This design comes from an exercise in tuning for small area, a short achievable clock period and few clock cycles on the open sky130 flow, not from production work. Where RTL was checked, it was by simulation tests only, not by an equivalence proof against the original. The RTL of run 2 was laid out without a check of its function. Power is estimated from default activity; no workload was simulated.

==> flow/design.v (outline; a module is shown in full before it is edited, if it fits) <==
// module rtc_fields_to_epoch_seconds_unit: 1306 lines
module rtc_fields_to_epoch_seconds_unit (
  input  logic      clk,
  input  logic      rst,
  input  logic      start,
  output logic      busy,
  input  rfes_pkg::rfes_in_t  fields,
  output logic      done,
  output rfes_pkg::rfes_out_t result,
  input  logic      cfg_write,
  input  logic      cfg_index,
  input  logic      cfg_data
);
  // ...
==> flow/flow/run.sh <==
#!/bin/bash
# Standard layout, with the port buffers made of the smallest buffer cell and
# Yosys's generic fine-grained ABC pass skipped, so that the adders written as
# gates reach full-adder extraction as written.
set -euo pipefail
bash standard.sh SYNTH_ARGS=-noabc BUFFER_PORTS_ARGS="-buffer_cell sky130_fd_sc_hd__buf_1" finish > standard_flow.log 2>&1
==> flow/standard.sh <==
#!/bin/bash
# synth_recipe.tcl (not shown) runs the flow's synth.tcl, then flattens the netlist and writes it again
# the make line also repeats each setting of config.mk as NAME=value (left out here)
make -C /OpenROAD-flow-scripts/flow DESIGN_CONFIG=/design/flow/config.mk WORK_HOME=/design/flow/orfs CLKGATE_MAP_FILE= SYNTH_SCRIPT=/design/flow/synth_recipe.tcl "${@:-finish}"
==> flow/config.mk <==
export PLATFORM = sky130hd
export DESIGN_NAME = rtc_fields_to_epoch_seconds_unit
export DESIGN_NICKNAME = rtc_fields_to_epoch_seconds_unit
export VERILOG_FILES = /design/flow/design.v
export SDC_FILE = /design/flow/constraint.sdc
export NUM_CORES = 4
export LEC_CHECK = 0
export CAP_MARGIN = 20
export CORE_MARGIN = 2
export CORE_UTILIZATION = 40
export CTS_BUF_LIST = sky130_fd_sc_hd__clkbuf_8
export SETUP_SLACK_MARGIN = 4.0
export SLEW_MARGIN = 20
==> flow/constraint.sdc <==
create_clock -name core_clock -period 8.0 [get_ports {clk}]
set_input_delay 1.6000 -clock core_clock [delete_from_list [all_inputs] [get_ports {clk}]]
set_output_delay 1.6000 -clock core_clock [all_outputs]
set_load 0.01 [all_outputs]
==> flow_metrics.env, run 1 <==
export IMPL_antenna_cells=0
export IMPL_met3_usage=0.0401
export IMPL_status="no timing/DRC/antenna violations"
export IMPL_path_buf_inv=1
export IMPL_multi_input_area_mm2=0.00430
export IMPL_tns_ns=0
export IMPL_syn_cell_area_mm2=0.00649
export IMPL_cpPeakStageDelay_ns=0.54
export IMPL_groute_layer_met1_usage=0.208
export IMPL_crit_end="result[26]"
export IMPL_synth_simple_gate_area_frac=0.103
export IMPL_clk_power_mw=0.282
export IMPL_yosys_area_top_type="dfxtp_1"
export IMPL_layout_common_cells="fa_1, buf_1, inv_1"
export IMPL_grtUsageTotal=0.166
export IMPL_tap_cells=216
export IMPL_drc=0
export IMPL_r2r_cells=13
export IMPL_netlist_instances=647
export IMPL_antenna_found_initial=0
export IMPL_dieArea_mm2=0.0173
export IMPL_maxCapViolations=0
export IMPL_period_needed_ns=4.09
export IMPL_die_h_um=131
export IMPL_n_all_inverters=76
export IMPL_routed_wl_um=14000
export IMPL_clkSinkCount=83
export IMPL_postSynthAreaPerCell_um2=10.0
export IMPL_fillCellCount=1555
Testbench counts, summed over its fixed seeds: cycles 2,112.
==> module rtc_fields_to_epoch_seconds_unit, before the edit <==
module rtc_fields_to_epoch_seconds_unit (
  input  logic      clk,
  input  logic      rst,
  input  logic      start,
  output logic      busy,
  input  rfes_pkg::rfes_in_t  fields,
  output logic      done,
  output rfes_pkg::rfes_out_t result,
  input  logic      cfg_write,
  input  logic      cfg_index,
  input  logic      cfg_data
);
  logic        bcd_mode;
  logic        twelve_hour_mode;
  always_ff @(posedge clk) begin
    if (rst) begin
      bcd_mode         <= 1'b1;
      twelve_hour_mode <= 1'b0;
    end else if (cfg_write) begin
      case (cfg_index)
        rfes_pkg::CFG_BCD_MODE:  bcd_mode         <= cfg_data;
        rfes_pkg::CFG_TWELVE_HR: twelve_hour_mode <= cfg_data;
        default:       bcd_mode         <= bcd_mode;
      endcase
    end
  end
  assign busy = 1'b0;
  logic [5:0]  sec6;
  logic [5:0]  min6;
  logic [4:0]  hv5;
  logic [4:0]  day5;
  logic [6:0]  yr7;
  logic [3:0]  mon4;
  logic [3:0]  h4;
  logic [4:0]  hr5;
  logic        leap;
  logic [3:0]  ml;
  logic [1:0]  fields_r;
  logic        err_sec, err_min, err_hr, err_day, err_mon, err_yr, err_all;
  logic t0;
  logic t1;
  logic t2;
  logic t3;
  logic t4;
  logic t5;
  logic t6;
  logic t7;
  logic t8;
  logic t9;
  logic t10;
  logic t11;
  logic t12;
  logic t13;
  logic t14;
  logic t15;
  logic t16;
  logic t17;
  logic t18;
  logic t19;
  logic t20;
  logic t21;
  logic t22;
  logic t23;
  logic t24;
  logic t25;
  logic t26;
  logic t27;
  logic t28;
  logic t29;
  logic t30;
  logic t31;
  logic t32;
  logic t33;
  logic t34;
  logic t35;
  logic t36;
  logic t37;
  logic t38;
  logic t39;
  logic t40;
  logic t41;
  logic t42;
  logic t43;
  logic t44;
  logic t45;
  logic t46;
  logic t47;
  logic t48;
  logic t49;
  logic t50;
  logic t51;
  logic t52;
  logic t53;
  logic t54;
  logic t55;
  logic t56;
  logic t57;
  logic t58;
  logic t59;
  logic t60;
  logic t61;
  logic t62;
  logic t63;
  logic t64;
  logic t65;
  logic t66;
  logic t67;
  logic t68;
  logic t69;
  logic t70;
  logic t71;
  logic t72;
  logic t73;
  logic t74;
  logic t75;
  logic t76;
  logic t77;
  logic t78;
  logic t79;
  logic t80;
  logic t81;
  logic t82;
  logic t83;
  logic t84;
  logic t85;
  logic t86;
  logic t87;
  logic t88;
  logic t89;
  logic t90;
  logic t91;
  logic t92;
  logic t93;
  logic t94;
  logic t95;
  logic t96;
  logic t97;
  logic t98;
  logic t99;
  logic t100;
  logic t101;
  logic t102;
  logic t103;
  logic t104;
  logic t105;
  logic t106;
  logic t107;
  logic t108;
  logic t109;
  logic t110;
  logic t111;
  logic t112;
  logic t113;
  logic t114;
  logic t115;
  logic t116;
  logic t117;
  logic t118;
  logic t119;
  logic t120;
  logic t121;
  logic t122;
  logic t123;
  logic t124;
  logic t125;
  logic t126;
  logic t127;
  logic t128;
  logic t129;
  logic t130;
  logic t131;
  logic t132;
  logic t133;
  logic t134;
  logic t135;
  logic t136;
  logic t137;
  logic t138;
  logic t139;
  logic t140;
  logic t141;
  logic t142;
  logic t143;
  logic t144;
  logic t145;
  logic t146;
  logic t147;
  logic t148;
  logic t149;
  logic t150;
  logic t151;
  logic t152;
  logic t153;
  logic t154;
  logic t155;
  logic t156;
  logic t157;
  logic t158;
  logic t159;
  logic t160;
  assign t0 = bcd_mode & fields.raw_seconds[4];
  assign t1 = bcd_mode & fields.raw_seconds[5];
  assign t2 = bcd_mode ? fields.raw_seconds[6] : fields.raw_seconds[4];
  assign t3 = ~bcd_mode & fields.raw_seconds[5];
  assign t4 = ~bcd_mode & fields.raw_seconds[6];
  assign t5 = fields.raw_seconds[3] ^ fields.raw_seconds[4];
  assign t6 = fields.raw_seconds[3] & fields.raw_seconds[4];
  assign t7 = fields.raw_seconds[5] ^ t3;
  assign t8 = fields.raw_seconds[5] & t3;
  assign t9 = fields.raw_seconds[6] ^ t4;
  assign t10 = fields.raw_seconds[6] & t4;
  assign t11 = fields.raw_seconds[1] ^ t0;
  assign t12 = fields.raw_seconds[2] ^ t1;
  assign t13 = t2 ^ t5;
  assign t14 = t7 ^ t6;
  assign t15 = t9 ^ t8;
  assign t16 = fields.raw_seconds[1] & t0;
  assign t17 = fields.raw_seconds[2] & t1;
  assign t18 = t2 & t5;
  assign t19 = t7 & t6;
  assign t20 = t9 & t8;
  assign t21 = t17 | (t12 & t16);
  assign t22 = t12 & t11;
  assign t23 = t19 | (t14 & t18);
  assign t24 = t14 & t13;
  assign t25 = t18 | (t13 & t21);
  assign t26 = t13 & t22;
  assign t27 = t23 | (t24 & t21);
  assign t28 = t24 & t22;
  assign t29 = t20 | (t15 & t27);
  assign t30 = t12 ^ t16;
  assign t31 = t13 ^ t21;
  assign t32 = t14 ^ t25;
  assign t33 = t15 ^ t27;
  assign t34 = bcd_mode & fields.raw_minutes[4];
  assign t35 = bcd_mode & fields.raw_minutes[5];
  assign t36 = bcd_mode ? fields.raw_minutes[6] : fields.raw_minutes[4];
  assign t37 = ~bcd_mode & fields.raw_minutes[5];
  assign t38 = ~bcd_mode & fields.raw_minutes[6];
  assign t39 = fields.raw_minutes[3] ^ fields.raw_minutes[4];
  assign t40 = fields.raw_minutes[3] & fields.raw_minutes[4];
  assign t41 = fields.raw_minutes[5] ^ t37;
  assign t42 = fields.raw_minutes[5] & t37;
  assign t43 = fields.raw_minutes[6] ^ t38;
  assign t44 = fields.raw_minutes[6] & t38;
  assign t45 = fields.raw_minutes[1] ^ t34;
  assign t46 = fields.raw_minutes[2] ^ t35;
  assign t47 = t36 ^ t39;
  assign t48 = t41 ^ t40;
  assign t49 = t43 ^ t42;
  assign t50 = fields.raw_minutes[1] & t34;
  assign t51 = fields.raw_minutes[2] & t35;
  assign t52 = t36 & t39;
  assign t53 = t41 & t40;
  assign t54 = t43 & t42;
  assign t55 = t51 | (t46 & t50);
  assign t56 = t46 & t45;
  assign t57 = t53 | (t48 & t52);
  assign t58 = t48 & t47;
  assign t59 = t52 | (t47 & t55);
  assign t60 = t47 & t56;
  assign t61 = t57 | (t58 & t55);
  assign t62 = t58 & t56;
  assign t63 = t54 | (t49 & t61);
  assign t64 = t46 ^ t50;
  assign t65 = t47 ^ t55;
  assign t66 = t48 ^ t59;
  assign t67 = t49 ^ t61;
  assign t68 = bcd_mode & fields.raw_hours[4];
  assign t69 = bcd_mode & fields.raw_hours[5];
  assign t70 = ~bcd_mode & fields.raw_hours[4];
  assign t71 = ~bcd_mode & fields.raw_hours[5];
  assign t72 = fields.raw_hours[3] ^ fields.raw_hours[4];
  assign t73 = fields.raw_hours[3] & fields.raw_hours[4];
  assign t74 = fields.raw_hours[5] ^ t71;
  assign t75 = fields.raw_hours[5] & t71;
  assign t76 = fields.raw_hours[1] ^ t68;
  assign t77 = fields.raw_hours[2] ^ t69;
  assign t78 = t70 ^ t72;
  assign t79 = t74 ^ t73;
  assign t80 = fields.raw_hours[1] & t68;
  assign t81 = fields.raw_hours[2] & t69;
  assign t82 = t70 & t72;
  assign t83 = t74 & t73;
  assign t84 = t81 | (t77 & t80);
  assign t85 = t77 & t76;
  assign t86 = t83 | (t79 & t82);
  assign t87 = t82 | (t78 & t84);
  assign t88 = t78 & t85;
  assign t89 = t86 | (t79 & t84);
  assign t90 = t77 ^ t80;
  assign t91 = t78 ^ t84;
  assign t92 = t79 ^ t87;
  assign t93 = bcd_mode & fields.raw_monthday[4];
  assign t94 = bcd_mode & fields.raw_monthday[5];
  assign t95 = ~bcd_mode & fields.raw_monthday[4];
  assign t96 = ~bcd_mode & fields.raw_monthday[5];
  assign t97 = fields.raw_monthday[3] ^ fields.raw_monthday[4];
  assign t98 = fields.raw_monthday[3] & fields.raw_monthday[4];
  assign t99 = fields.raw_monthday[5] ^ t96;
  assign t100 = fields.raw_monthday[5] & t96;
  assign t101 = fields.raw_monthday[1] ^ t93;
  assign t102 = fields.raw_monthday[2] ^ t94;
  assign t103 = t95 ^ t97;
  assign t104 = t99 ^ t98;
  assign t105 = fields.raw_monthday[1] & t93;
  assign t106 = fields.raw_monthday[2] & t94;
  assign t107 = t95 & t97;
  assign t108 = t99 & t98;
  assign t109 = t106 | (t102 & t105);
  assign t110 = t102 & t101;
  assign t111 = t108 | (t104 & t107);
  assign t112 = t107 | (t103 & t109);
  assign t113 = t103 & t110;
  assign t114 = t111 | (t104 & t109);
  assign t115 = t102 ^ t105;
  assign t116 = t103 ^ t109;
  assign t117 = t104 ^ t112;
  assign t118 = bcd_mode & fields.raw_year[4];
  assign t119 = bcd_mode & fields.raw_year[5];
  assign t120 = bcd_mode ? fields.raw_year[6] : fields.raw_year[4];
  assign t121 = bcd_mode ? fields.raw_year[7] : fields.raw_year[5];
  assign t122 = ~bcd_mode & fields.raw_year[6];
  assign t123 = ~bcd_mode & fields.raw_year[7];
  assign t124 = fields.raw_year[3] ^ fields.raw_year[4];
  assign t125 = fields.raw_year[3] & fields.raw_year[4];
  assign t126 = fields.raw_year[5] ^ t121;
  assign t127 = fields.raw_year[5] & t121;
  assign t128 = fields.raw_year[6] ^ t122;
  assign t129 = fields.raw_year[6] & t122;
  assign t130 = fields.raw_year[7] ^ t123;
  assign t131 = fields.raw_year[7] & t123;
  assign t132 = fields.raw_year[1] ^ t118;
  assign t133 = fields.raw_year[2] ^ t119;
  assign t134 = t120 ^ t124;
  assign t135 = t126 ^ t125;
  assign t136 = t128 ^ t127;
  assign t137 = t130 ^ t129;
  assign t138 = fields.raw_year[1] & t118;
  assign t139 = fields.raw_year[2] & t119;
  assign t140 = t120 & t124;
  assign t141 = t126 & t125;
  assign t142 = t128 & t127;
  assign t143 = t130 & t129;
  assign t144 = t139 | (t133 & t138);
  assign t145 = t133 & t132;
  assign t146 = t141 | (t135 & t140);
  assign t147 = t135 & t134;
  assign t148 = t143 | (t137 & t142);
  assign t149 = t140 | (t134 & t144);
  assign t150 = t134 & t145;
  assign t151 = t146 | (t147 & t144);
  assign t152 = t147 & t145;
  assign t153 = t142 | (t136 & t151);
  assign t154 = t136 & t152;
  assign t155 = t148 | (t137 & t151);
  assign t156 = t133 ^ t138;
  assign t157 = t134 ^ t144;
  assign t158 = t135 ^ t149;
  assign t159 = t136 ^ t151;
  assign t160 = t137 ^ t153;
  assign sec6 = {t33, t32, t31, t30, t11, fields.raw_seconds[0]};
  assign min6 = {t67, t66, t65, t64, t45, fields.raw_minutes[0]};
  assign hv5 = {t92, t91, t90, t76, fields.raw_hours[0]};
  assign day5 = {t117, t116, t115, t101, fields.raw_monthday[0]};
  assign yr7 = {t160, t159, t158, t157, t156, t132, fields.raw_year[0]};
  always_comb begin
    err_sec = bcd_mode ? rfes_pkg::bcd_gt59(fields.raw_seconds) : rfes_pkg::gt8(fields.raw_seconds, 8'd59);
    err_min = bcd_mode ? rfes_pkg::bcd_gt59(fields.raw_minutes) : rfes_pkg::gt8(fields.raw_minutes, 8'd59);
    if (twelve_hour_mode) begin
      err_hr = bcd_mode ? rfes_pkg::bcd_bad_1_12(fields.raw_hours[6:0]) :
                          ((fields.raw_hours[6:0] == 7'd0) ||
                           rfes_pkg::gt8({1'b0, fields.raw_hours[6:0]}, 8'd12));
    end else begin
      err_hr = bcd_mode ? rfes_pkg::bcd_gt23(fields.raw_hours) : rfes_pkg::gt8(fields.raw_hours, 8'd23);
    end
    err_mon = bcd_mode ? (rfes_pkg::bcd_bad_1_12(fields.raw_month[6:0]) || fields.raw_month[7]) :
                         ((fields.raw_month == 8'd0) || rfes_pkg::gt8(fields.raw_month, 8'd12));
    err_yr  = bcd_mode ? rfes_pkg::bcd_gt99(fields.raw_year) : rfes_pkg::gt8(fields.raw_year, 8'd99);
  end
  always_comb begin
    if (bcd_mode && fields.raw_month[4]) begin
      mon4 = {1'b1, fields.raw_month[1], ~fields.raw_month[1], fields.raw_month[0]};
    end else begin
      mon4 = fields.raw_month[3:0];
    end
    if (bcd_mode && fields.raw_hours[4]) begin
      h4 = {1'b1, fields.raw_hours[1], ~fields.raw_hours[1], fields.raw_hours[0]};
    end else begin
      h4 = fields.raw_hours[3:0];
    end
    hr5 = twelve_hour_mode ? rfes_pkg::hour12(h4, fields.raw_hours[7]) : hv5;
    if (bcd_mode) begin
      leap = !fields.raw_year[0] && (fields.raw_year[1] == fields.raw_year[4]);
    end else begin
      leap = (fields.raw_year[1:0] == 2'b00);
    end
    ml[0] = (mon4 == 4'd2) && !leap;
    ml[1] = (mon4 == 4'd2) && leap;
    ml[2] = (mon4 == 4'd4) || (mon4 == 4'd6) || (mon4 == 4'd9) || (mon4 == 4'd11);
    ml[3] = !(ml[0] || ml[1] || ml[2]);
    err_day = (fields.raw_monthday == 8'd0) || rfes_pkg::day_gt(fields.raw_monthday, bcd_mode, ml);
    err_all = err_sec || err_min || err_hr || err_day || err_mon || err_yr;
    if (bcd_mode) begin
      fields_r = {fields.raw_year[1] ^ fields.raw_year[4], fields.raw_year[0]};
    end else begin
      fields_r = fields.raw_year[1:0];
    end
  end
  logic        v_q;
  logic        err_q;
  logic [4:0]  q_q;
  logic [1:0]  r_q;
  logic [3:0]  mon_q;
  logic [4:0]  day_q;
  logic [4:0]  hr_q;
  logic [5:0]  min_q;
  logic [5:0]  sec_q;
  always_ff @(posedge clk) begin
    if (rst) begin
      v_q <= 1'b0;
    end else begin
      v_q <= start;
    end
  end
  always_ff @(posedge clk) begin
    err_q <= err_all;
    q_q   <= yr7[6:2];
    r_q   <= fields_r;
    mon_q <= mon4;
    day_q <= day5;
    hr_q  <= hr5;
    min_q <= min6;
    sec_q <= sec6;
  end
  logic [31:0] epoch;
  logic [31:0] tab;
  logic        leap_q;
  assign leap_q = (r_q == 2'd0);
  always_comb begin
    case (mon_q)
      4'd1: tab = leap_q ? 32'd676164100 : 32'd676250500;
      4'd2: tab = leap_q ? 32'd678842500 : 32'd678928900;
      4'd3: tab = 32'd681348100;
      4'd4: tab = 32'd684026500;
      4'd5: tab = 32'd686618500;
      4'd6: tab = 32'd689296900;
      4'd7: tab = 32'd691888900;
      4'd8: tab = 32'd694567300;
      4'd9: tab = 32'd697245700;
      4'd10: tab = 32'd699837700;
      4'd11: tab = 32'd702516100;
      4'd12: tab = 32'd705108100;
      default: tab = 32'd0;
    endcase
  end
  logic t161;
  logic t162;
  logic t163;
  logic t164;
  logic t165;
  logic t166;
  logic t167;
  logic t168;
  logic t169;
  logic t170;
  logic t171;
  logic t172;
  logic t173;
  logic t174;
  logic t175;
  logic t176;
  logic t177;
  logic t178;
  logic t179;
  logic t180;
  logic t181;
  logic t182;
  logic t183;
  logic t184;
  logic t185;
  logic t186;
  logic t187;
  logic t188;
  logic t189;
  logic t190;
  logic t191;
  logic t192;
  logic t193;
  logic t194;
  logic t195;
  logic t196;
  logic t197;
  logic t198;
  logic t199;
  logic t200;
  logic t201;
  logic t202;
  logic t203;
  logic t204;
  logic t205;
  logic t206;
  logic t207;
  logic t208;
  logic t209;
  logic t210;
  logic t211;
  logic t212;
  logic t213;
  logic t214;
  logic t215;
  logic t216;
  logic t217;
  logic t218;
  logic t219;
  logic t220;
  logic t221;
  logic t222;
  logic t223;
  logic t224;
  logic t225;
  logic t226;
  logic t227;
  logic t228;
  logic t229;
  logic t230;
  logic t231;
  logic t232;
  logic t233;
  logic t234;
  logic t235;
  logic t236;
  logic t237;
  logic t238;
  logic t239;
  logic t240;
  logic t241;
  logic t242;
  logic t243;
  logic t244;
  logic t245;
  logic t246;
  logic t247;
  logic t248;
  logic t249;
  logic t250;
  logic t251;
  logic t252;
  logic t253;
  logic t254;
  logic t255;
  logic t256;
  logic t257;
  logic t258;
  logic t259;
  logic t260;
  logic t261;
  logic t262;
  logic t263;
  logic t264;
  logic t265;
  logic t266;
  logic t267;
  logic t268;
  logic t269;
  logic t270;
  logic t271;
  logic t272;
  logic t273;
  logic t274;
  logic t275;
  logic t276;
  logic t277;
  logic t278;
  logic t279;
  logic t280;
  logic t281;
  logic t282;
  logic t283;
  logic t284;
  logic t285;
  logic t286;
  logic t287;
  logic t288;
  logic t289;
  logic t290;
  logic t291;
  logic t292;
  logic t293;
  logic t294;
  logic t295;
  logic t296;
  logic t297;
  logic t298;
  logic t299;
  logic t300;
  logic t301;
  logic t302;
  logic t303;
  logic t304;
  logic t305;
  logic t306;
  logic t307;
  logic t308;
  logic t309;
  logic t310;
  logic t311;
  logic t312;
  logic t313;
  logic t314;
  logic t315;
  logic t316;
  logic t317;
  logic t318;
  logic t319;
  logic t320;
  logic t321;
  logic t322;
  logic t323;
  logic t324;
  logic t325;
  logic t326;
  logic t327;
  logic t328;
  logic t329;
  logic t330;
  logic t331;
  logic t332;
  logic t333;
  logic t334;
  logic t335;
  logic t336;
  logic t337;
  logic t338;
  logic t339;
  logic t340;
  logic t341;
  logic t342;
  logic t343;
  logic t344;
  logic t345;
  logic t346;
  logic t347;
  logic t348;
  logic t349;
  logic t350;
  logic t351;
  logic t352;
  logic t353;
  logic t354;
  logic t355;
  logic t356;
  logic t357;
  logic t358;
  logic t359;
  logic t360;
  logic t361;
  logic t362;
  logic t363;
  logic t364;
  logic t365;
  logic t366;
  logic t367;
  logic t368;
  logic t369;
  logic t370;
  logic t371;
  logic t372;
  logic t373;
  logic t374;
  logic t375;
  logic t376;
  logic t377;
  logic t378;
  logic t379;
  logic t380;
  logic t381;
  logic t382;
  logic t383;
  logic t384;
  logic t385;
  logic t386;
  logic t387;
  logic t388;
  logic t389;
  logic t390;
  logic t391;
  logic t392;
  logic t393;
  logic t394;
  logic t395;
  logic t396;
  logic t397;
  logic t398;
  logic t399;
  logic t400;
  logic t401;
  logic t402;
  logic t403;
  logic t404;
  logic t405;
  logic t406;
  logic t407;
  logic t408;
  logic t409;
  logic t410;
  logic t411;
  logic t412;
  logic t413;
  logic t414;
  logic t415;
  logic t416;
  logic t417;
  logic t418;
  logic t419;
  logic t420;
  logic t421;
  logic t422;
  logic t423;
  logic t424;
  logic t425;
  logic t426;
  logic t427;
  logic t428;
  logic t429;
  logic t430;
  logic t431;
  logic t432;
  logic t433;
  logic t434;
  logic t435;
  assign t161 = ~q_q[0] ^ day_q[0];
  assign t162 = ~q_q[0] & day_q[0];
  assign t163 = ~q_q[1] ^ day_q[1] ^ day_q[0];
  assign t164 = (~q_q[1] & day_q[1]) | (day_q[0] & (~q_q[1] ^ day_q[1]));
  assign t165 = ~q_q[2] ^ day_q[2];
  assign t166 = ~q_q[2] & day_q[2];
  assign t167 = ~q_q[3] ^ day_q[3] ^ day_q[2];
  assign t168 = (~q_q[3] & day_q[3]) | (day_q[2] & (~q_q[3] ^ day_q[3]));
  assign t169 = ~q_q[4] ^ day_q[4] ^ day_q[3];
  assign t170 = (~q_q[4] & day_q[4]) | (day_q[3] & (~q_q[4] ^ day_q[4]));
  assign t171 = day_q[4] ^ day_q[0];
  assign t172 = day_q[4] & day_q[0];
  assign t173 = q_q[0] ^ day_q[1];
  assign t174 = q_q[0] & day_q[1];
  assign t175 = q_q[1] ^ day_q[2];
  assign t176 = q_q[1] & day_q[2];
  assign t177 = q_q[2] ^ day_q[3];
  assign t178 = q_q[2] & day_q[3];
  assign t179 = q_q[3] ^ day_q[4] ^ day_q[2];
  assign t180 = (q_q[3] & day_q[4]) | (day_q[2] & (q_q[3] ^ day_q[4]));
  assign t181 = q_q[4] ^ ~q_q[0];
  assign t182 = q_q[4] & ~q_q[0];
  assign t183 = hr_q[3] ^ ~min_q[5] ^ min_q[1];
  assign t184 = (hr_q[3] & ~min_q[5]) | (min_q[1] & (hr_q[3] ^ ~min_q[5]));
  assign t185 = hr_q[4] ^ min_q[2] ^ ~r_q[1];
  assign t186 = (hr_q[4] & min_q[2]) | (~r_q[1] & (hr_q[4] ^ min_q[2]));
  assign t187 = tab[8] ^ t162;
  assign t188 = tab[8] & t162;
  assign t189 = day_q[1] ^ ~hr_q[0] ^ min_q[3];
  assign t190 = (day_q[1] & ~hr_q[0]) | (min_q[3] & (day_q[1] ^ ~hr_q[0]));
  assign t191 = tab[9] ^ t165 ^ t164;
  assign t192 = (tab[9] & t165) | (t164 & (tab[9] ^ t165));
  assign t193 = ~hr_q[1] ^ min_q[4] ^ r_q[0];
  assign t194 = (~hr_q[1] & min_q[4]) | (r_q[0] & (~hr_q[1] ^ min_q[4]));
  assign t195 = tab[10] ^ t166 ^ t167;
  assign t196 = (tab[10] & t166) | (t167 & (tab[10] ^ t166));
  assign t197 = ~hr_q[2] ^ min_q[5] ^ r_q[1];
  assign t198 = (~hr_q[2] & min_q[5]) | (r_q[1] & (~hr_q[2] ^ min_q[5]));
  assign t199 = tab[11] ^ t169 ^ t168;
  assign t200 = (tab[11] & t169) | (t168 & (tab[11] ^ t169));
  assign t201 = ~hr_q[3] ^ hr_q[0] ^ ~r_q[0];
  assign t202 = (~hr_q[3] & hr_q[0]) | (~r_q[0] & (~hr_q[3] ^ hr_q[0]));
  assign t203 = tab[12] ^ t171 ^ t170;
  assign t204 = (tab[12] & t171) | (t170 & (tab[12] ^ t171));
  assign t205 = ~hr_q[4] ^ hr_q[1] ^ ~r_q[1];
  assign t206 = (~hr_q[4] & hr_q[1]) | (~r_q[1] & (~hr_q[4] ^ hr_q[1]));
  assign t207 = tab[13] ^ t173 ^ t172;
  assign t208 = (tab[13] & t173) | (t172 & (tab[13] ^ t173));
  assign t209 = day_q[0] ^ hr_q[2] ^ r_q[0];
  assign t210 = (day_q[0] & hr_q[2]) | (r_q[0] & (day_q[0] ^ hr_q[2]));
  assign t211 = tab[14] ^ t175 ^ t174;
  assign t212 = (tab[14] & t175) | (t174 & (tab[14] ^ t175));
  assign t213 = day_q[1] ^ hr_q[3] ^ r_q[1];
  assign t214 = (day_q[1] & hr_q[3]) | (r_q[1] & (day_q[1] ^ hr_q[3]));
  assign t215 = tab[15] ^ t177 ^ t176;
  assign t216 = (tab[15] & t177) | (t176 & (tab[15] ^ t177));
  assign t217 = day_q[0] ^ hr_q[4] ^ r_q[0];
  assign t218 = (day_q[0] & hr_q[4]) | (r_q[0] & (day_q[0] ^ hr_q[4]));
  assign t219 = tab[16] ^ t178 ^ t179;
  assign t220 = (tab[16] & t178) | (t179 & (tab[16] ^ t178));
  assign t221 = day_q[3] ^ day_q[1] ^ r_q[1];
  assign t222 = (day_q[3] & day_q[1]) | (r_q[1] & (day_q[3] ^ day_q[1]));
  assign t223 = tab[17] ^ t181 ^ t180;
  assign t224 = (tab[17] & t181) | (t180 & (tab[17] ^ t181));
  assign t225 = ~q_q[1] ^ day_q[4] ^ day_q[2];
  assign t226 = (~q_q[1] & day_q[4]) | (day_q[2] & (~q_q[1] ^ day_q[4]));
  assign t227 = 1'b1 ^ t182;
  assign t228 = 1'b1 & t182;
  assign t229 = ~q_q[2] ^ q_q[0] ^ day_q[3];
  assign t230 = (~q_q[2] & q_q[0]) | (day_q[3] & (~q_q[2] ^ q_q[0]));
  assign t231 = ~q_q[3] ^ q_q[1];
  assign t232 = ~q_q[3] & q_q[1];
  assign t233 = ~q_q[4] ^ q_q[2];
  assign t234 = ~q_q[4] & q_q[2];
  assign t235 = ~r_q[0] ^ tab[7];
  assign t236 = ~r_q[0] & tab[7];
  assign t237 = t163 ^ t185 ^ t184;
  assign t238 = (t163 & t185) | (t184 & (t163 ^ t185));
  assign t239 = t189 ^ t186 ^ t188;
  assign t240 = (t189 & t186) | (t188 & (t189 ^ t186));
  assign t241 = t193 ^ t190 ^ t195;
  assign t242 = (t193 & t190) | (t195 & (t193 ^ t190));
  assign t243 = t197 ^ t194 ^ t199;
  assign t244 = (t197 & t194) | (t199 & (t197 ^ t194));
  assign t245 = t201 ^ t198 ^ t203;
  assign t246 = (t201 & t198) | (t203 & (t201 ^ t198));
  assign t247 = t205 ^ t202 ^ t207;
  assign t248 = (t205 & t202) | (t207 & (t205 ^ t202));
  assign t249 = t209 ^ t206 ^ t211;
  assign t250 = (t209 & t206) | (t211 & (t209 ^ t206));
  assign t251 = t213 ^ t210 ^ t215;
  assign t252 = (t213 & t210) | (t215 & (t213 ^ t210));
  assign t253 = t217 ^ t214 ^ t216;
  assign t254 = (t217 & t214) | (t216 & (t217 ^ t214));
  assign t255 = t221 ^ t218 ^ t223;
  assign t256 = (t221 & t218) | (t223 & (t221 ^ t218));
  assign t257 = t225 ^ t222 ^ t227;
  assign t258 = (t225 & t222) | (t227 & (t225 ^ t222));
  assign t259 = tab[19] ^ t229 ^ t226;
  assign t260 = (tab[19] & t229) | (t226 & (tab[19] ^ t229));
  assign t261 = day_q[4] ^ tab[20] ^ t231;
  assign t262 = (day_q[4] & tab[20]) | (t231 & (day_q[4] ^ tab[20]));
  assign t263 = ~r_q[0] ^ tab[21] ^ t233;
  assign t264 = (~r_q[0] & tab[21]) | (t233 & (~r_q[0] ^ tab[21]));
  assign t265 = q_q[3] ^ ~r_q[1] ^ tab[22];
  assign t266 = (q_q[3] & ~r_q[1]) | (tab[22] & (q_q[3] ^ ~r_q[1]));
  assign t267 = q_q[4] ^ ~q_q[0];
  assign t268 = q_q[4] & ~q_q[0];
  assign t269 = ~min_q[0] ^ sec_q[2];
  assign t270 = ~min_q[0] & sec_q[2];
  assign t271 = ~min_q[1] ^ sec_q[3];
  assign t272 = ~min_q[1] & sec_q[3];
  assign t273 = hr_q[0] ^ ~min_q[2] ^ sec_q[4];
  assign t274 = (hr_q[0] & ~min_q[2]) | (sec_q[4] & (hr_q[0] ^ ~min_q[2]));
  assign t275 = hr_q[1] ^ ~min_q[3] ^ sec_q[5];
  assign t276 = (hr_q[1] & ~min_q[3]) | (sec_q[5] & (hr_q[1] ^ ~min_q[3]));
  assign t277 = hr_q[2] ^ ~min_q[4] ^ min_q[0];
  assign t278 = (hr_q[2] & ~min_q[4]) | (min_q[0] & (hr_q[2] ^ ~min_q[4]));
  assign t279 = t161 ^ t235 ^ t183;
  assign t280 = (t161 & t235) | (t183 & (t161 ^ t235));
  assign t281 = t236 ^ t187 ^ t237;
  assign t282 = (t236 & t187) | (t237 & (t236 ^ t187));
  assign t283 = t191 ^ t238 ^ t239;
  assign t284 = (t191 & t238) | (t239 & (t191 ^ t238));
  assign t285 = t192 ^ t240 ^ t241;
  assign t286 = (t192 & t240) | (t241 & (t192 ^ t240));
  assign t287 = t196 ^ t243 ^ t242;
  assign t288 = (t196 & t243) | (t242 & (t196 ^ t243));
  assign t289 = t200 ^ t245 ^ t244;
  assign t290 = (t200 & t245) | (t244 & (t200 ^ t245));
  assign t291 = t204 ^ t247 ^ t246;
  assign t292 = (t204 & t247) | (t246 & (t204 ^ t247));
  assign t293 = t208 ^ t249 ^ t248;
  assign t294 = (t208 & t249) | (t248 & (t208 ^ t249));
  assign t295 = t212 ^ t251 ^ t250;
  assign t296 = (t212 & t251) | (t250 & (t212 ^ t251));
  assign t297 = t219 ^ t253 ^ t252;
  assign t298 = (t219 & t253) | (t252 & (t219 ^ t253));
  assign t299 = t220 ^ t254 ^ t255;
  assign t300 = (t220 & t254) | (t255 & (t220 ^ t254));
  assign t301 = t224 ^ t257 ^ t256;
  assign t302 = (t224 & t257) | (t256 & (t224 ^ t257));
  assign t303 = t228 ^ t259 ^ t258;
  assign t304 = (t228 & t259) | (t258 & (t228 ^ t259));
  assign t305 = t230 ^ t261 ^ t260;
  assign t306 = (t230 & t261) | (t260 & (t230 ^ t261));
  assign t307 = t232 ^ t263 ^ t262;
  assign t308 = (t232 & t263) | (t262 & (t232 ^ t263));
  assign t309 = t234 ^ t265 ^ t264;
  assign t310 = (t234 & t265) | (t264 & (t234 ^ t265));
  assign t311 = tab[23] ^ t267 ^ t266;
  assign t312 = (tab[23] & t267) | (t266 & (tab[23] ^ t267));
  assign t313 = ~q_q[1] ^ tab[24] ^ t268;
  assign t314 = (~q_q[1] & tab[24]) | (t268 & (~q_q[1] ^ tab[24]));
  assign t315 = ~q_q[2] ^ r_q[0] ^ tab[25];
  assign t316 = (~q_q[2] & r_q[0]) | (tab[25] & (~q_q[2] ^ r_q[0]));
  assign t317 = ~q_q[3] ^ r_q[1];
  assign t318 = ~q_q[3] & r_q[1];
  assign t319 = ~q_q[4] ^ q_q[0] ^ 1'b1;
  assign t320 = (~q_q[4] & q_q[0]) | (1'b1 & (~q_q[4] ^ q_q[0]));
  assign t321 = 1'b1 ^ t269;
  assign t322 = t271 ^ t270;
  assign t323 = t273 ^ t272;
  assign t324 = t275 ^ t274;
  assign t325 = t277 ^ t276;
  assign t326 = t279 ^ t278;
  assign t327 = t281 ^ t280;
  assign t328 = t283 ^ t282;
  assign t329 = t285 ^ t284;
  assign t330 = t287 ^ t286;
  assign t331 = t289 ^ t288;
  assign t332 = t291 ^ t290;
  assign t333 = t293 ^ t292;
  assign t334 = t295 ^ t294;
  assign t335 = t297 ^ t296;
  assign t336 = t299 ^ t298;
  assign t337 = 1'b0 ^ 1'b0;
  assign t338 = 1'b1 & t269;
  assign t339 = t271 & t270;
  assign t340 = t273 & t272;
  assign t341 = t275 & t274;
  assign t342 = t277 & t276;
  assign t343 = t279 & t278;
  assign t344 = t281 & t280;
  assign t345 = t283 & t282;
  assign t346 = t285 & t284;
  assign t347 = t287 & t286;
  assign t348 = t289 & t288;
  assign t349 = t291 & t290;
  assign t350 = t293 & t292;
  assign t351 = t295 & t294;
  assign t352 = t297 & t296;
  assign t353 = t299 & t298;
  assign t354 = 1'b0 & 1'b0;
  assign t355 = t339 | (t322 & t338);
  assign t356 = t322 & t321;
  assign t357 = t341 | (t324 & t340);
  assign t358 = t324 & t323;
  assign t359 = t343 | (t326 & t342);
  assign t360 = t326 & t325;
  assign t361 = t345 | (t328 & t344);
  assign t362 = t328 & t327;
  assign t363 = t347 | (t330 & t346);
  assign t364 = t330 & t329;
  assign t365 = t349 | (t332 & t348);
  assign t366 = t332 & t331;
  assign t367 = t351 | (t334 & t350);
  assign t368 = t334 & t333;
  assign t369 = t353 | (t336 & t352);
  assign t370 = t336 & t335;
  assign t371 = t340 | (t323 & t355);
  assign t372 = t323 & t356;
  assign t373 = t357 | (t358 & t355);
  assign t374 = t358 & t356;
  assign t375 = t344 | (t327 & t359);
  assign t376 = t327 & t360;
  assign t377 = t361 | (t362 & t359);
  assign t378 = t362 & t360;
  assign t379 = t348 | (t331 & t363);
  assign t380 = t331 & t364;
  assign t381 = t365 | (t366 & t363);
  assign t382 = t366 & t364;
  assign t383 = t352 | (t335 & t367);
  assign t384 = t335 & t368;
  assign t385 = t369 | (t370 & t367);
  assign t386 = t370 & t368;
  assign t387 = t342 | (t325 & t373);
  assign t388 = t325 & t374;
  assign t389 = t359 | (t360 & t373);
  assign t390 = t360 & t374;
  assign t391 = t375 | (t376 & t373);
  assign t392 = t376 & t374;
  assign t393 = t377 | (t378 & t373);
  assign t394 = t378 & t374;
  assign t395 = t350 | (t333 & t381);
  assign t396 = t333 & t382;
  assign t397 = t367 | (t368 & t381);
  assign t398 = t368 & t382;
  assign t399 = t383 | (t384 & t381);
  assign t400 = t384 & t382;
  assign t401 = t385 | (t386 & t381);
  assign t402 = t386 & t382;
  assign t403 = t346 | (t329 & t393);
  assign t404 = t329 & t394;
  assign t405 = t363 | (t364 & t393);
  assign t406 = t364 & t394;
  assign t407 = t379 | (t380 & t393);
  assign t408 = t380 & t394;
  assign t409 = t381 | (t382 & t393);
  assign t410 = t382 & t394;
  assign t411 = t395 | (t396 & t393);
  assign t412 = t396 & t394;
  assign t413 = t397 | (t398 & t393);
  assign t414 = t398 & t394;
  assign t415 = t399 | (t400 & t393);
  assign t416 = t400 & t394;
  assign t417 = t401 | (t402 & t393);
  assign t418 = t402 & t394;
  assign t419 = t354 | (t337 & t417);
  assign t420 = t322 ^ t338;
  assign t421 = t323 ^ t355;
  assign t422 = t324 ^ t371;
  assign t423 = t325 ^ t373;
  assign t424 = t326 ^ t387;
  assign t425 = t327 ^ t389;
  assign t426 = t328 ^ t391;
  assign t427 = t329 ^ t393;
  assign t428 = t330 ^ t403;
  assign t429 = t331 ^ t405;
  assign t430 = t332 ^ t407;
  assign t431 = t333 ^ t409;
  assign t432 = t334 ^ t411;
  assign t433 = t335 ^ t413;
  assign t434 = t336 ^ t415;
  assign t435 = t337 ^ t417;
  logic        v2_q;
  logic        err2_q;
  logic        lo_q_0;
  logic        lo_q_1;
  logic        lo_q_2;
  logic        lo_q_3;
  logic        lo_q_4;
  logic        lo_q_5;
  logic        lo_q_6;
  logic        lo_q_7;
  logic        lo_q_8;
  logic        lo_q_9;
  logic        lo_q_10;
  logic        lo_q_11;
  logic        lo_q_12;
  logic        lo_q_13;
  logic        lo_q_14;
  logic        lo_q_15;
  logic        lo_q_16;
  logic        lo_q_17;
  logic        cy_q;
  logic        cs0_q_18;
  logic        cs1_q_18;
  logic        cs0_q_19;
  logic        cs1_q_19;
  logic        cs0_q_20;
  logic        cs1_q_20;
  logic        cs0_q_21;
  logic        cs1_q_21;
  logic        cs0_q_22;
  logic        cs1_q_22;
  logic        cs0_q_23;
  logic        cs1_q_23;
  logic        cs0_q_24;
  logic        cs1_q_24;
  logic        cs0_q_25;
  logic        cs1_q_25;
  logic        cs0_q_26;
  logic        cs1_q_26;
  logic        cs0_q_27;
  logic        cs1_q_27;
  logic        cs0_q_28;
  logic        cs1_q_28;
  logic        cs0_q_29;
  logic        cs1_q_29;
  logic        cs0_q_30;
  logic        cs0_q_31;
  always_ff @(posedge clk) begin
    if (rst) begin
      v2_q <= 1'b0;
    end else begin
      v2_q <= v_q;
    end
  end
  always_ff @(posedge clk) begin
    err2_q <= err_q;
    lo_q_0 <= sec_q[0];
    lo_q_1 <= sec_q[1];
    lo_q_2 <= t321;
    lo_q_3 <= t420;
    lo_q_4 <= t421;
    lo_q_5 <= t422;
    lo_q_6 <= t423;
    lo_q_7 <= t424;
    lo_q_8 <= t425;
    lo_q_9 <= t426;
    lo_q_10 <= t427;
    lo_q_11 <= t428;
    lo_q_12 <= t429;
    lo_q_13 <= t430;
    lo_q_14 <= t431;
    lo_q_15 <= t432;
    lo_q_16 <= t433;
    lo_q_17 <= t434;
    cy_q <= t435;
    cs0_q_18 <= t301;
    cs1_q_18 <= t300;
    cs0_q_19 <= t303;
    cs1_q_19 <= t302;
    cs0_q_20 <= t305;
    cs1_q_20 <= t304;
    cs0_q_21 <= t307;
    cs1_q_21 <= t306;
    cs0_q_22 <= t309;
    cs1_q_22 <= t308;
    cs0_q_23 <= t311;
    cs1_q_23 <= t310;
    cs0_q_24 <= t313;
    cs1_q_24 <= t312;
    cs0_q_25 <= t315;
    cs1_q_25 <= t314;
    cs0_q_26 <= t317;
    cs1_q_26 <= t316;
    cs0_q_27 <= t319;
    cs1_q_27 <= t318;
    cs0_q_28 <= q_q[1];
    cs1_q_28 <= t320;
    cs0_q_29 <= q_q[2];
    cs1_q_29 <= 1'b1;
    cs0_q_30 <= q_q[3];
    cs0_q_31 <= q_q[4];
  end
  logic t436;
  logic t437;
  logic t438;
  logic t439;
  logic t440;
  logic t441;
  logic t442;
  logic t443;
  logic t444;
  logic t445;
  logic t446;
  logic t447;
  logic t448;
  logic t449;
  logic t450;
  logic t451;
  logic t452;
  logic t453;
  logic t454;
  logic t455;
  logic t456;
  logic t457;
  logic t458;
  logic t459;
  logic t460;
  logic t461;
  logic t462;
  logic t463;
  logic t464;
  logic t465;
  logic t466;
  logic t467;
  logic t468;
  logic t469;
  logic t470;
  logic t471;
  logic t472;
  logic t473;
  logic t474;
  logic t475;
  logic t476;
  logic t477;
  logic t478;
  logic t479;
  logic t480;
  logic t481;
  logic t482;
  logic t483;
  logic t484;
  logic t485;
  logic t486;
  logic t487;
  logic t488;
  logic t489;
  logic t490;
  logic t491;
  logic t492;
  logic t493;
  logic t494;
  logic t495;
  logic t496;
  logic t497;
  logic t498;
  logic t499;
  logic t500;
  logic t501;
  logic t502;
  logic t503;
  logic t504;
  logic t505;
  logic t506;
  logic t507;
  logic t508;
  logic t509;
  logic t510;
  logic t511;
  logic t512;
  logic t513;
  logic t514;
  logic t515;
  logic t516;
  logic t517;
  logic t518;
  logic t519;
  logic t520;
  logic t521;
  logic t522;
  logic t523;
  logic t524;
  logic t525;
  logic t526;
  logic t527;
  logic t528;
  logic t529;
  logic t530;
  logic t531;
  logic t532;
  assign t436 = cy_q ^ cy_q;
  assign t437 = cs0_q_18 ^ cs1_q_18;
  assign t438 = cs0_q_19 ^ cs1_q_19;
  assign t439 = cs0_q_20 ^ cs1_q_20;
  assign t440 = cs0_q_21 ^ cs1_q_21;
  assign t441 = cs0_q_22 ^ cs1_q_22;
  assign t442 = cs0_q_23 ^ cs1_q_23;
  assign t443 = cs0_q_24 ^ cs1_q_24;
  assign t444 = cs0_q_25 ^ cs1_q_25;
  assign t445 = cs0_q_26 ^ cs1_q_26;
  assign t446 = cs0_q_27 ^ cs1_q_27;
  assign t447 = cs0_q_28 ^ cs1_q_28;
  assign t448 = cs0_q_29 ^ cs1_q_29;
  assign t449 = cs0_q_30 ^ 1'b0;
  assign t450 = cs0_q_31 ^ 1'b0;
  assign t451 = cy_q & cy_q;
  assign t452 = cs0_q_18 & cs1_q_18;
  assign t453 = cs0_q_19 & cs1_q_19;
  assign t454 = cs0_q_20 & cs1_q_20;
  assign t455 = cs0_q_21 & cs1_q_21;
  assign t456 = cs0_q_22 & cs1_q_22;
  assign t457 = cs0_q_23 & cs1_q_23;
  assign t458 = cs0_q_24 & cs1_q_24;
  assign t459 = cs0_q_25 & cs1_q_25;
  assign t460 = cs0_q_26 & cs1_q_26;
  assign t461 = cs0_q_27 & cs1_q_27;
  assign t462 = cs0_q_28 & cs1_q_28;
  assign t463 = cs0_q_29 & cs1_q_29;
  assign t464 = cs0_q_30 & 1'b0;
  assign t465 = cs0_q_31 & 1'b0;
  assign t466 = t452 | (t437 & t451);
  assign t467 = t437 & t436;
  assign t468 = t454 | (t439 & t453);
  assign t469 = t439 & t438;
  assign t470 = t456 | (t441 & t455);
  assign t471 = t441 & t440;
  assign t472 = t458 | (t443 & t457);
  assign t473 = t443 & t442;
  assign t474 = t460 | (t445 & t459);
  assign t475 = t445 & t444;
  assign t476 = t462 | (t447 & t461);
  assign t477 = t447 & t446;
  assign t478 = t464 | (t449 & t463);
  assign t479 = t449 & t448;
  assign t480 = t453 | (t438 & t466);
  assign t481 = t438 & t467;
  assign t482 = t468 | (t469 & t466);
  assign t483 = t469 & t467;
  assign t484 = t457 | (t442 & t470);
  assign t485 = t442 & t471;
  assign t486 = t472 | (t473 & t470);
  assign t487 = t473 & t471;
  assign t488 = t461 | (t446 & t474);
  assign t489 = t446 & t475;
  assign t490 = t476 | (t477 & t474);
  assign t491 = t477 & t475;
  assign t492 = t465 | (t450 & t478);
  assign t493 = t455 | (t440 & t482);
  assign t494 = t440 & t483;
  assign t495 = t470 | (t471 & t482);
  assign t496 = t471 & t483;
  assign t497 = t484 | (t485 & t482);
  assign t498 = t485 & t483;
  assign t499 = t486 | (t487 & t482);
  assign t500 = t487 & t483;
  assign t501 = t463 | (t448 & t490);
  assign t502 = t448 & t491;
  assign t503 = t478 | (t479 & t490);
  assign t504 = t479 & t491;
  assign t505 = t492 | (t450 & t490);
  assign t506 = t459 | (t444 & t499);
  assign t507 = t444 & t500;
  assign t508 = t474 | (t475 & t499);
  assign t509 = t475 & t500;
  assign t510 = t488 | (t489 & t499);
  assign t511 = t489 & t500;
  assign t512 = t490 | (t491 & t499);
  assign t513 = t491 & t500;
  assign t514 = t501 | (t502 & t499);
  assign t515 = t502 & t500;
  assign t516 = t503 | (t504 & t499);
  assign t517 = t504 & t500;
  assign t518 = t505 | (t450 & t499);
  assign t519 = t437 ^ t451;
  assign t520 = t438 ^ t466;
  assign t521 = t439 ^ t480;
  assign t522 = t440 ^ t482;
  assign t523 = t441 ^ t493;
  assign t524 = t442 ^ t495;
  assign t525 = t443 ^ t497;
  assign t526 = t444 ^ t499;
  assign t527 = t445 ^ t506;
  assign t528 = t446 ^ t508;
  assign t529 = t447 ^ t510;
  assign t530 = t448 ^ t512;
  assign t531 = t449 ^ t514;
  assign t532 = t450 ^ t516;
  assign epoch = {t532, t531, t530, t529, t528, t527, t526, t525, t524, t523, t522, t521, t520, t519, lo_q_17, lo_q_16, lo_q_15, lo_q_14, lo_q_13, lo_q_12, lo_q_11, lo_q_10, lo_q_9, lo_q_8, lo_q_7, lo_q_6, lo_q_5, lo_q_4, lo_q_3, lo_q_2, lo_q_1, lo_q_0};
  assign done   = v2_q;
  assign result = {epoch, err2_q};
endmodule
==> inputs of run 2 (changes only) <==
--- a/flow/design.v
+++ b/flow/design.v
@@ -598,15 +598,29 @@
       fields_r = fields.raw_year[1:0];
     end
   end
+  logic [12:1] mon_oh;
+  assign mon_oh[1] = (mon4 == 4'd1);
+  assign mon_oh[2] = (mon4 == 4'd2);
+  assign mon_oh[3] = (mon4 == 4'd3);
+  assign mon_oh[4] = (mon4 == 4'd4);
+  assign mon_oh[5] = (mon4 == 4'd5);
+  assign mon_oh[6] = (mon4 == 4'd6);
+  assign mon_oh[7] = (mon4 == 4'd7);
+  assign mon_oh[8] = (mon4 == 4'd8);
+  assign mon_oh[9] = (mon4 == 4'd9);
+  assign mon_oh[10] = (mon4 == 4'd10);
+  assign mon_oh[11] = (mon4 == 4'd11);
+  assign mon_oh[12] = (mon4 == 4'd12);
   logic        v_q;
   logic        err_q;
   logic [4:0]  q_q;
   logic [1:0]  r_q;
-  logic [3:0]  mon_q;
+  logic [12:1] mon_q;    
   logic [4:0]  day_q;
   logic [4:0]  hr_q;
   logic [5:0]  min_q;
   logic [5:0]  sec_q;
+  logic        leap_q;
   always_ff @(posedge clk) begin
     if (rst) begin
       v_q <= 1'b0;
@@ -618,33 +632,47 @@
     err_q <= err_all;
     q_q   <= yr7[6:2];
     r_q   <= fields_r;
-    mon_q <= mon4;
+    mon_q <= mon_oh;
     day_q <= day5;
     hr_q  <= hr5;
     min_q <= min6;
     sec_q <= sec6;
+    leap_q <= leap;
   end
   logic [31:0] epoch;
   logic [31:0] tab;
-  logic        leap_q;
-  assign leap_q = (r_q == 2'd0);
-  always_comb begin
-    case (mon_q)
-      4'd1: tab = leap_q ? 32'd676164100 : 32'd676250500;
-      4'd2: tab = leap_q ? 32'd678842500 : 32'd678928900;
-      4'd3: tab = 32'd681348100;
-      4'd4: tab = 32'd684026500;
-      4'd5: tab = 32'd686618500;
-      4'd6: tab = 32'd689296900;
-      4'd7: tab = 32'd691888900;
-      4'd8: tab = 32'd694567300;
-      4'd9: tab = 32'd697245700;
-      4'd10: tab = 32'd699837700;
-      4'd11: tab = 32'd702516100;
-      4'd12: tab = 32'd705108100;
-      default: tab = 32'd0;
-    endcase
-  end
+  assign tab[0] = 1'b0;
+  assign tab[1] = 1'b0;
+  assign tab[2] = 1'b0;
+  assign tab[3] = 1'b0;
+  assign tab[4] = 1'b0;
+  assign tab[5] = 1'b0;
+  assign tab[6] = 1'b0;
+  assign tab[7] = (mon_q[1] & ~leap_q) | (mon_q[2] & leap_q) | mon_q[4] | mon_q[5] | mon_q[8] | mon_q[11] | mon_q[12];
+  assign tab[8] = (mon_q[1] & ~leap_q) | mon_q[5] | mon_q[7] | mon_q[8] | mon_q[10] | mon_q[11];
+  assign tab[9] = mon_q[1] | (mon_q[2] & ~leap_q) | mon_q[4] | mon_q[5] | mon_q[6] | mon_q[7] | mon_q[11];
+  assign tab[10] = mon_q[3] | mon_q[5] | mon_q[6] | mon_q[10];
+  assign tab[11] = mon_q[3] | mon_q[4] | mon_q[10] | mon_q[11] | mon_q[12];
+  assign tab[12] = (mon_q[1] & leap_q) | (mon_q[2] & leap_q) | mon_q[5] | mon_q[6] | mon_q[12];
+  assign tab[13] = (mon_q[1] & leap_q) | (mon_q[2] & ~leap_q) | mon_q[4] | mon_q[5] | mon_q[7] | mon_q[9] | mon_q[10];
+  assign tab[14] = mon_q[1] | (mon_q[2] & leap_q) | mon_q[4] | mon_q[5] | mon_q[6] | mon_q[7] | mon_q[8];
+  assign tab[15] = (mon_q[1] & ~leap_q) | (mon_q[2] & ~leap_q) | mon_q[3] | mon_q[5] | mon_q[6] | mon_q[10] | mon_q[11];
+  assign tab[16] = (mon_q[1] & leap_q) | (mon_q[2] & ~leap_q) | mon_q[4] | mon_q[6] | mon_q[7] | mon_q[9] | mon_q[11] | mon_q[12];
+  assign tab[17] = (mon_q[1] & ~leap_q) | mon_q[2] | mon_q[8] | mon_q[9] | mon_q[10] | mon_q[11] | mon_q[12];
+  assign tab[18] = 1'b0;
+  assign tab[19] = mon_q[1] | mon_q[3] | mon_q[5] | mon_q[7] | mon_q[9] | mon_q[11];
+  assign tab[20] = mon_q[2] | mon_q[3] | mon_q[6] | mon_q[7] | mon_q[10] | mon_q[11];
+  assign tab[21] = mon_q[2] | mon_q[5] | mon_q[7] | mon_q[8] | mon_q[10];
+  assign tab[22] = mon_q[1] | mon_q[2] | mon_q[4] | mon_q[5] | mon_q[8] | mon_q[11];
+  assign tab[23] = mon_q[3] | mon_q[4] | mon_q[5] | mon_q[9] | mon_q[10] | mon_q[11];
+  assign tab[24] = mon_q[6] | mon_q[7] | mon_q[8] | mon_q[9] | mon_q[10] | mon_q[11];
+  assign tab[25] = mon_q[12];
+  assign tab[26] = 1'b0;
+  assign tab[27] = 1'b0;
+  assign tab[28] = 1'b0;
+  assign tab[29] = 1'b0;
+  assign tab[30] = 1'b0;
+  assign tab[31] = 1'b0;
   logic t161;
   logic t162;
   logic t163;
--- a/flow/config.mk
+++ b/flow/config.mk
@@ -9,5 +9,5 @@
 export CORE_MARGIN = 2
 export CORE_UTILIZATION = 40
 export CTS_BUF_LIST = sky130_fd_sc_hd__clkbuf_8
-export SETUP_SLACK_MARGIN = 4.0
+export SETUP_SLACK_MARGIN = 3.5
 export SLEW_MARGIN = 20
==> run 2 against run 1 <==
Effect of this change:
- still clean on timing, DRC and antenna
- global-route usage fell by 0.64 points
- cell area fell by 1.8%
- clock power rose by 7.8%
- sequential power rose by 5.5%
- core utilization fell by 2.1 points
- worst hold slack improved by 0.00077 ns
- combinational power fell by 4%
- critical endpoint is now result[27]
- highest routed layer unchanged
==> flow_metrics.env, run 2 <==
export IMPL_routed_wl_um=13400
export IMPL_gp_congestion=0.855
export IMPL_insertion_delay_ns=0.38
export IMPL_grtUsageTotal=0.160
export IMPL_htreeDepth=3
export IMPL_synth_cell_types=66
export IMPL_tns_ns=0
export IMPL_start_util=0.404
export IMPL_finClkSkew_ns=0.0170
export IMPL_place_inst=903
export IMPL_yosys_area_top_type="dfxtp_1"
export IMPL_power_density_mw_per_mm2=481
export IMPL_numCtsBuffers=9
export IMPL_postSynthAreaPerCell_um2=10.4
export IMPL_fmax_ghz=0.232
export IMPL_largest_reg_flops=12
export IMPL_rsz0062_at_grt="no"
export IMPL_final_common_cell="dfxtp_1"
export IMPL_cts_setup_buffers=0
export IMPL_grt_pass1_vias=4532
export IMPL_post_drt_wl_per_cell_um=14.6
export IMPL_max_flop_register="mon_q"
export IMPL_status="no timing/DRC/antenna violations"
export IMPL_drive_gt1_frac=0.0472
export IMPL_synth_top_cells_by_count="dfxtp_1, fa_1, inv_1"
export IMPL_cts_hold_buffers=0
export IMPL_netSwitchingPower_mw=1.55
export IMPL_utilization=0.434
export IMPL_clk_pin_slew_ns=0.09
export IMPL_largestRegisters="mon_q: 12 flops, min_q: 6 flops, sec_q: 6 flops"
export IMPL_coreArea_mm2=0.0163
export IMPL_p_clk_frac=0.089
export IMPL_slew_viol_final=0
export IMPL_synth_ff_type="dfxtp_1"
export IMPL_portBuffers=87
export IMPL_ir_worst_vdd_uv=296
export IMPL_io_pins=89
export IMPL_p_sw_frac=0.453
export IMPL_grt_pass1_wl_um=22200
export IMPL_vias_per_cell=4.78
export IMPL_ys_top_cells_by_area="dfxtp_1, fa_1, ha_1, inv_1, buf_4"
export IMPL_cp_start_kind="flip-flop"
export IMPL_worst_pin_slew_ns=0.566
export IMPL_antenna_cells=0
export IMPL_dr_pass1_iters=4
export IMPL_fin_cells=919
export IMPL_rows=47
export IMPL_detail_route_antenna_nets=0
export IMPL_synth_edf_count=0
export IMPL_worstPathRequired_ns=6.40
export IMPL_clock_path_buffers=2
export IMPL_synth_nets=831
export IMPL_path_max_fanout=3
export IMPL_overflow=0
export IMPL_nets=888
export IMPL_die_h_um=133
export IMPL_num_vias=4395
export IMPL_yosysWarnings=1
export IMPL_yosysSeqAreaShare=0.279
export IMPL_cpPeakStageDelay_ns=0.49
export IMPL_p_int_mw=1.87
export IMPL_hp_class="flip-flop to flip-flop"
export IMPL_critPathCaptureType="output port"
export IMPL_layout_common_cells="dfxtp_1, buf_1, fa_1"
export IMPL_antenna_found_initial=0
export IMPL_critical_path_class="flip-flop to output port"
export IMPL_post_cts_resized=0
export IMPL_synthArstFlopShare=0
export IMPL_arrival_ns=2.71
export IMPL_synth_seq_cells=92
export IMPL_p_leak_nw=3.19
export IMPL_hold_viol_final=0
export IMPL_grt_start_max_net_pins=35
export IMPL_fp_dieW_um=133
export IMPL_relSlewSlack=0.622
export IMPL_netlist_instances=637
export IMPL_r2r_cells=13
export IMPL_setup_viol=0
export IMPL_period_needed_ns=4.31
export IMPL_seq_power_share=0.213
export IMPL_synth_top_area_frac=0.279
export IMPL_cpMaxStageDelayCell="fa_1"
export IMPL_combPwrFrac=0.698
export IMPL_min_path_cells=0
export IMPL_drt_first_iter_violations=173
export IMPL_whs_ns=0.334
export IMPL_place_hpwl_um=11400
export IMPL_cts_tree="yes"
export IMPL_area_growth_pct=7.38
export IMPL_crit_chain="fa_1, a211o_1, o211ai_2, a21oi_2, or2_2, fa_1, xor2_1, buf_1"
export IMPL_path_common_cell="fa_1"
export IMPL_clkSinkCount=92
export IMPL_dieArea_mm2=0.0176
export IMPL_min_period_over_period=0.538
export IMPL_synth_most_common_cell="dfxtp_1"
export IMPL_fillCellCount=1640
export IMPL_maxCapViolations=0
export IMPL_cts_root_buf="clkbuf_8"
export IMPL_syn_cell_area_mm2=0.00661
export IMPL_drc=0
run 2: power by group through the flow:
| stage | logic, mW | registers [mW] | clock network (mW) |
|---|---|---|---|
| 4_1_cts | 2.43 | 0.733 | 0.319 |
| 5_1_grt | 2.74 | 0.748 | 0.337 |
| 2_1_floorplan | 2.04 | 0.714 | 0 |
| 6_report | 2.38 | 0.729 | 0.304 |
| 3_3_place_gp | 2.38 | 0.741 | 0 |
| 3_5_place_dp | 2.42 | 0.744 | 0 |
run 2: worst paths after layout:
path | start | end | slack (ns)
setup / recovery | cy_q | result[27] | 3.69
hold / removal | sec_q[1] | lo_q_1 | 0.33
setup reg to reg | day_q[4] | lo_q_16 | 4.01
hold reg to reg | sec_q[1] | lo_q_1 | 0.33
run 2: area by class of cell:
type / instances / area, um^2 / area share
multi-input cells: 426 / 4170 / 0.587
flip-flops and latches: 92 / 1840 / 0.260
repair buffers: 87 / 327 / 0.0460
inverters: 78 / 293 / 0.0412
well taps: 220 / 275 / 0.0388
clock buffers: 11 / 151 / 0.0213
clock inverters: 5 / 41.3 / 0.00581
run 2: per-layer routing:
layer  track usage  vias up  wire, um
met5             0        -         0
met4        0.0591        0       206
met3        0.0249       11       530
met2         0.250      109      6000
met1         0.225     2068      6650
li1              -     2207         -
run 2: cell families (layout without fill, tap and decap cells):
group                    after synthesis  in the layout  synth area share
multiplexers                           3              3           0.00511
other                                  1              1          0.000567
XOR/XNOR                              33             33            0.0437
adder cells (fa/ha/maj)              140            140             0.358
AO/OA/AOI/OAI                         99             99             0.107
flip-flops                            92             92             0.279
AND/OR/NAND/NOR                      150            150             0.117
buffers and inverters                119            181            0.0908
run 2: critical path, delay by kind of cell, from the launching register on:
kind / cells / cell delay (ns)
adder cells (fa/ha/maj): 2 / 0.87
AND/OR/NAND/NOR: 1 / 0.30
AO/OA/AOI/OAI: 3 / 0.51
flip-flops: 1 / 0.33
XOR/XNOR: 1 / 0.15
buffers and inverters: 1 / 0.17
run 2: metrics by stage:
stage,cell area (um^2),power (mW),setup WS [ns]
2_1_floorplan,6610,2.75,4.24
3_3_place_gp,6910,3.12,4.07
3_5_place_dp,6910,3.16,4.01
4_1_cts,7100,3.48,3.65
5_1_grt,7100,3.83,3.53
6_report,7100,3.42,3.69

## separate check: timing with driven ports
The flow's constraints put no driver on any port. The routed layouts listed below were extracted and timed again, unchanged, in two steps. Step 1: set_driving_cell puts a clkbuf_16 on clk and a buf_2 on each other input, an assumption about the parent block. Step 2 moves the port delays by t, midway between the first and last clock arrival at a register: inputs arrive t later, outputs are due t later. That takes back most of the time a late clock gives input paths. a / b / c = ideal ports / drivers / drivers and shift; a / b = the first two.
| run | t, ns | slack for setup (ns) | worst setup path after step 2 | worst register clock-pin slew, ns |
|---|---|---|---|---|
| run 1 | 0.410 | 3.911 / 3.875 / 4.148 | register to register | 0.09 / 0.09 |
| run 2 | 0.403 | 3.693 / 3.658 / 4.013 | register to register | 0.10 / 0.10 |
After both steps setup and hold are still met in every run listed.
